This design comes from an exercise in tuning for small area and a short achievable clock period on the open sky130 flow, not from production work.
Only simulation tests tie the RTL to the original design; equivalence was not proved.

== before ==
==> flow/design.v <==
module ultrasonic_ctrl_mc #(
  parameter int NCH       = 4,
  parameter int CH_W      = 2,
  parameter int DAC_W     = 12,
  parameter int DATA_W    = 25,
  parameter int DEPTH     = 128,
  parameter int ADDR_W    = 7,
  parameter int RING_MODE = 1
) (
  input  logic                   clk,
  input  logic                   rst_n,
  input  logic                   cmd_valid,
  output logic                   cmd_ready,
  input  logic [2:0]             cmd_op,
  input  logic [CH_W-1:0]        cmd_ch,
  input  logic [7:0]             cmd_amount,
  input  logic                   cmd_capture,
  output logic [NCH*DAC_W-1:0]   dac_out,
  output logic [NCH-1:0]         dac_on,
  input  logic                   rec_en,
  input  logic [DATA_W-1:0]      buf_in,
  output logic                   capturing,
  output logic                   cap_done,
  output logic [CH_W-1:0]        cap_ch,
  output logic [ADDR_W:0]        cap_count,
  output logic [ADDR_W-1:0]      cap_start,
  output logic                   overflow,
  input  logic                   rd_en,
  input  logic [ADDR_W-1:0]      rd_add,
  output logic [DATA_W-1:0]      rd_data,
  output logic                   rd_valid
);
  localparam logic [2:0] OP_ON   = 3'd1;
  localparam logic [2:0] OP_OFF  = 3'd2;
  localparam logic [2:0] OP_INC  = 3'd3;
  localparam logic [2:0] OP_DEC  = 3'd4;
  localparam logic [2:0] OP_SET  = 3'd5;
  localparam logic [2:0] OP_STOP = 3'd6;
  logic                start, stop, wr;
  logic                cap_on;      
  logic [DAC_W-1:0]    amt_ext;
  assign cmd_ready = 1'b1;
  assign start     = cmd_valid & cmd_capture;
  assign stop      = cmd_valid & (cmd_op == OP_STOP);
  assign wr        = cap_on & rec_en & ~start;
  assign amt_ext   = DAC_W'(cmd_amount);
  logic [DAC_W-1:0] level [NCH];
  for (genvar i = 0; i < NCH; i++) begin : g_ch
    logic [7:0]       lo, s_lo, d_lo;
    logic [3:0]       hi, hi_inc, hi_dec;
    logic             c8, b8, inc_sat, dec_sat;
    logic [DAC_W-1:0] inc_res, dec_res, lvl_d;
    logic             on_d, hit, ld_inc, ld_dec, ld_set, keep;
    assign lo      = level[i][7:0];
    assign hi      = level[i][DAC_W-1:8];
    assign hi_inc  = hi + 1'b1;
    assign hi_dec  = hi - 1'b1;
    assign {c8, s_lo} = {1'b0, lo} + {1'b0, cmd_amount};
    assign {b8, d_lo} = {1'b0, lo} - {1'b0, cmd_amount};
    assign inc_sat = (&hi) & c8;
    assign dec_sat = ~(|hi) & b8;
    assign inc_res = inc_sat ? '1 : {c8 ? hi_inc : hi, s_lo};
    assign dec_res = dec_sat ? '0 : {b8 ? hi_dec : hi, d_lo};
    assign hit     = cmd_valid & (cmd_ch == CH_W'(i));
    assign ld_inc  = hit & (cmd_op == OP_INC);
    assign ld_dec  = hit & (cmd_op == OP_DEC);
    assign ld_set  = hit & (cmd_op == OP_SET);
    assign keep    = ~(ld_inc | ld_dec | ld_set);
    assign lvl_d   = ({DAC_W{ld_inc}} & inc_res) | ({DAC_W{ld_dec}} & dec_res)
                   | ({DAC_W{ld_set}} & amt_ext) | ({DAC_W{keep}} & level[i]);
    assign on_d    = hit ? ((cmd_op == OP_ON) | (dac_on[i] & (cmd_op != OP_OFF))) : dac_on[i];
    always_ff @(posedge clk or negedge rst_n) begin
      if (!rst_n) begin
        level[i]                   <= '0;
        dac_on[i]                  <= 1'b0;
        dac_out[i*DAC_W +: DAC_W]  <= '0;
      end else begin
        level[i]                   <= lvl_d;
        dac_on[i]                  <= on_d;
        dac_out[i*DAC_W +: DAC_W]  <= on_d ? lvl_d : '0;
      end
    end
  end
  logic [ADDR_W-1:0] wr_ptr, wr_ptr_inc;
  assign wr_ptr     = cap_count[ADDR_W-1:0] | cap_start;
  assign wr_ptr_inc = wr_ptr + 1'b1;
  logic [7:0]  wp_lo;
  logic [15:0] wp_hi;
  always_ff @(posedge clk or negedge rst_n) begin
    if (!rst_n) begin
      capturing <= 1'b0;
      cap_on    <= 1'b0;
      cap_done  <= 1'b0;
      cap_ch    <= '0;
      cap_count <= '0;
      cap_start <= '0;
      overflow  <= 1'b0;
      wp_lo     <= 8'd1;
      wp_hi     <= 16'd1;
    end else begin
      if (start) begin
        capturing <= 1'b1;
        cap_on    <= 1'b1;
        cap_done  <= 1'b0;
      end else if (cap_on && stop) begin
        capturing <= 1'b0;
        cap_on    <= 1'b0;
        cap_done  <= 1'b1;
      end
      if (start) begin
        cap_ch    <= cmd_ch;
        cap_count <= '0;
        cap_start <= '0;
        overflow  <= 1'b0;
        wp_lo     <= 8'd1;
        wp_hi     <= 16'd1;
      end else if (wr) begin
        wp_lo <= {wp_lo[6:0], wp_lo[7]};
        if (wp_lo[7]) wp_hi <= {wp_hi[14:0], wp_hi[15]};
        if (!cap_count[ADDR_W]) begin
          cap_count <= cap_count + 1'b1;
        end else begin
          overflow  <= 1'b1;
          cap_start <= wr_ptr_inc;
        end
      end
    end
  end
  logic [DATA_W-1:0] mem [DEPTH];
  for (genvar r = 0; r < DEPTH; r++) begin : g_row
    logic [DATA_W-1:0] q;
    logic              we;
    assign we = wr & wp_lo[r % 8] & wp_hi[r / 8];
    always_ff @(posedge clk)
      if (we) q <= buf_in;
    assign mem[r] = q;
  end
  logic [DATA_W-1:0] rd_mux;
  for (genvar l = 0; l <= ADDR_W; l++) begin : g_lvl
    logic [DATA_W-1:0] n [DEPTH >> l];
    for (genvar k = 0; k < (DEPTH >> l); k++) begin : g_n
      if (l == 0) begin : g_leaf
        assign n[k] = mem[k];
      end else begin : g_mux
        assign n[k] = rd_add[l-1] ? g_lvl[l-1].n[2*k+1] : g_lvl[l-1].n[2*k];
      end
    end
  end
  assign rd_mux = g_lvl[ADDR_W].n[0];
  always_ff @(posedge clk or negedge rst_n) begin
    if (!rst_n) begin
      rd_data  <= '0;
      rd_valid <= 1'b0;
    end else begin
      rd_valid <= rd_en;
      if (rd_en) rd_data <= rd_mux;
    end
  end
endmodule
Settings: LEC_CHECK=0, CAP_MARGIN=20, CORE_MARGIN=2, CORE_UTILIZATION=45, SETUP_SLACK_MARGIN=2.3, SLEW_MARGIN=20; clock period 5.0 ns.
standard.sh (not shown) runs the stock make flow with config.mk's settings and CLKGATE_MAP_FILE= SYNTH_SCRIPT=/design/flow/synth_recipe.tcl, a recipe that flattens the netlist after the stock synthesis.
==> flow/flow/run.sh <==
#!/bin/bash
# Standard ORFS layout (the standard.sh, unchanged synthesis) with two
# changes: the port buffers placed in global placement are plain buf_4 cells,
# and clock tree synthesis builds the tree from clkbuf_8 cells without dummy
# loads. The make output goes to orfs_make.log; each ORFS step keeps its own
# log under orfs/logs.
set -euo pipefail
BP="-buffer_cell sky130_fd_sc_hd__buf_4"
CA="-sink_clustering_enable -repair_clock_nets -dont_use_dummy_load -buf_list sky130_fd_sc_hd__clkbuf_8"
export BUFFER_PORTS_ARGS="$BP"
export CTS_ARGS="$CA"
bash standard.sh "BUFFER_PORTS_ARGS=$BP" "CTS_ARGS=$CA" finish > orfs_make.log 2>&1
Input changes introduced in after (baseline for comparison: before):
--- a/flow/design.v
+++ b/flow/design.v
@@ -78,53 +78,52 @@
         level[i]                   <= lvl_d;
         dac_on[i]                  <= on_d;
         dac_out[i*DAC_W +: DAC_W]  <= on_d ? lvl_d : '0;
       end
     end
   end
-  logic [ADDR_W-1:0] wr_ptr, wr_ptr_inc;
-  assign wr_ptr     = cap_count[ADDR_W-1:0] | cap_start;
-  assign wr_ptr_inc = wr_ptr + 1'b1;
-  logic [7:0]  wp_lo;
-  logic [15:0] wp_hi;
+  localparam int HI_N = DEPTH / 8;
+  logic [7:0]      wp_lo;
+  logic [HI_N-1:0] wp_hi;
   always_ff @(posedge clk or negedge rst_n) begin
     if (!rst_n) begin
       capturing <= 1'b0;
       cap_on    <= 1'b0;
       cap_done  <= 1'b0;
       cap_ch    <= '0;
       cap_count <= '0;
       cap_start <= '0;
       overflow  <= 1'b0;
       wp_lo     <= 8'd1;
-      wp_hi     <= 16'd1;
+      wp_hi     <= HI_N'(1);
     end else begin
       if (start) begin
         capturing <= 1'b1;
         cap_on    <= 1'b1;
         cap_done  <= 1'b0;
-      end else if (cap_on && stop) begin
+      end else if (cap_on && (stop || (RING_MODE == 0 && wr &&
+                                        cap_count == (ADDR_W+1)'(DEPTH - 1)))) begin
         capturing <= 1'b0;
         cap_on    <= 1'b0;
         cap_done  <= 1'b1;
       end
       if (start) begin
         cap_ch    <= cmd_ch;
         cap_count <= '0;
         cap_start <= '0;
         overflow  <= 1'b0;
         wp_lo     <= 8'd1;
-        wp_hi     <= 16'd1;
+        wp_hi     <= HI_N'(1);
       end else if (wr) begin
         wp_lo <= {wp_lo[6:0], wp_lo[7]};
-        if (wp_lo[7]) wp_hi <= {wp_hi[14:0], wp_hi[15]};
+        if (wp_lo[7]) wp_hi <= {wp_hi[HI_N-2:0], wp_hi[HI_N-1]};
         if (!cap_count[ADDR_W]) begin
           cap_count <= cap_count + 1'b1;
         end else begin
           overflow  <= 1'b1;
-          cap_start <= wr_ptr_inc;
+          cap_start <= cap_start + 1'b1;
         end
       end
     end
   end
   logic [DATA_W-1:0] mem [DEPTH];
   for (genvar r = 0; r < DEPTH; r++) begin : g_row
--- outcome ---
Every stage of the flow completed for after, and the final layout passed the timing, DRC and antenna checks. Against before, after comes in 1 higher on total inserted antenna cells. before has a lower all-layer global routing usage than after. after -> before: adder and majority cell fraction of the synthesized area flat. Cell at the slowest stage of the critical path = dfrtp_2: before; cell at the slowest stage of the critical path = o221ai_2: after. Routed wire in after totals more than in before. after reports a lower average cell area after synthesis than before does. Diff before..after | maximum buffer depth of the clock tree | unchanged. Going from before to after, maximum level of the CTS H-tree closely matched the old numbers, number of global-route vias before repair now sits at about the same level, wire length per cell has increased.

[afterwards: timing with drivers on the ports]
No port has a modelled driver above. Below, the same layouts with a new extraction and two added sets of constraints. Step 1, drivers: a clkbuf_16 drives clk and a buf_2 each remaining input, both assumed. Step 2 also shifts input and output timing later by t, the mid clock arrival at the registers, as if the neighbouring blocks saw the same clock. Slacks: no drivers / after step 1 / after step 2; pairs: no drivers / after step 1.
run | t (ns) | slack for setup (ns) | worst setup path after step 2
before | 1.232 | 2.081 / 1.949 / 0.717 | input to register
after | 1.215 | 2.056 / 1.876 / 0.661 | input to register
After both steps every run listed still meets setup and hold. The setup slack of after, which loses most, moves by -0.180 ns with the drivers and by -1.395 ns with both steps.
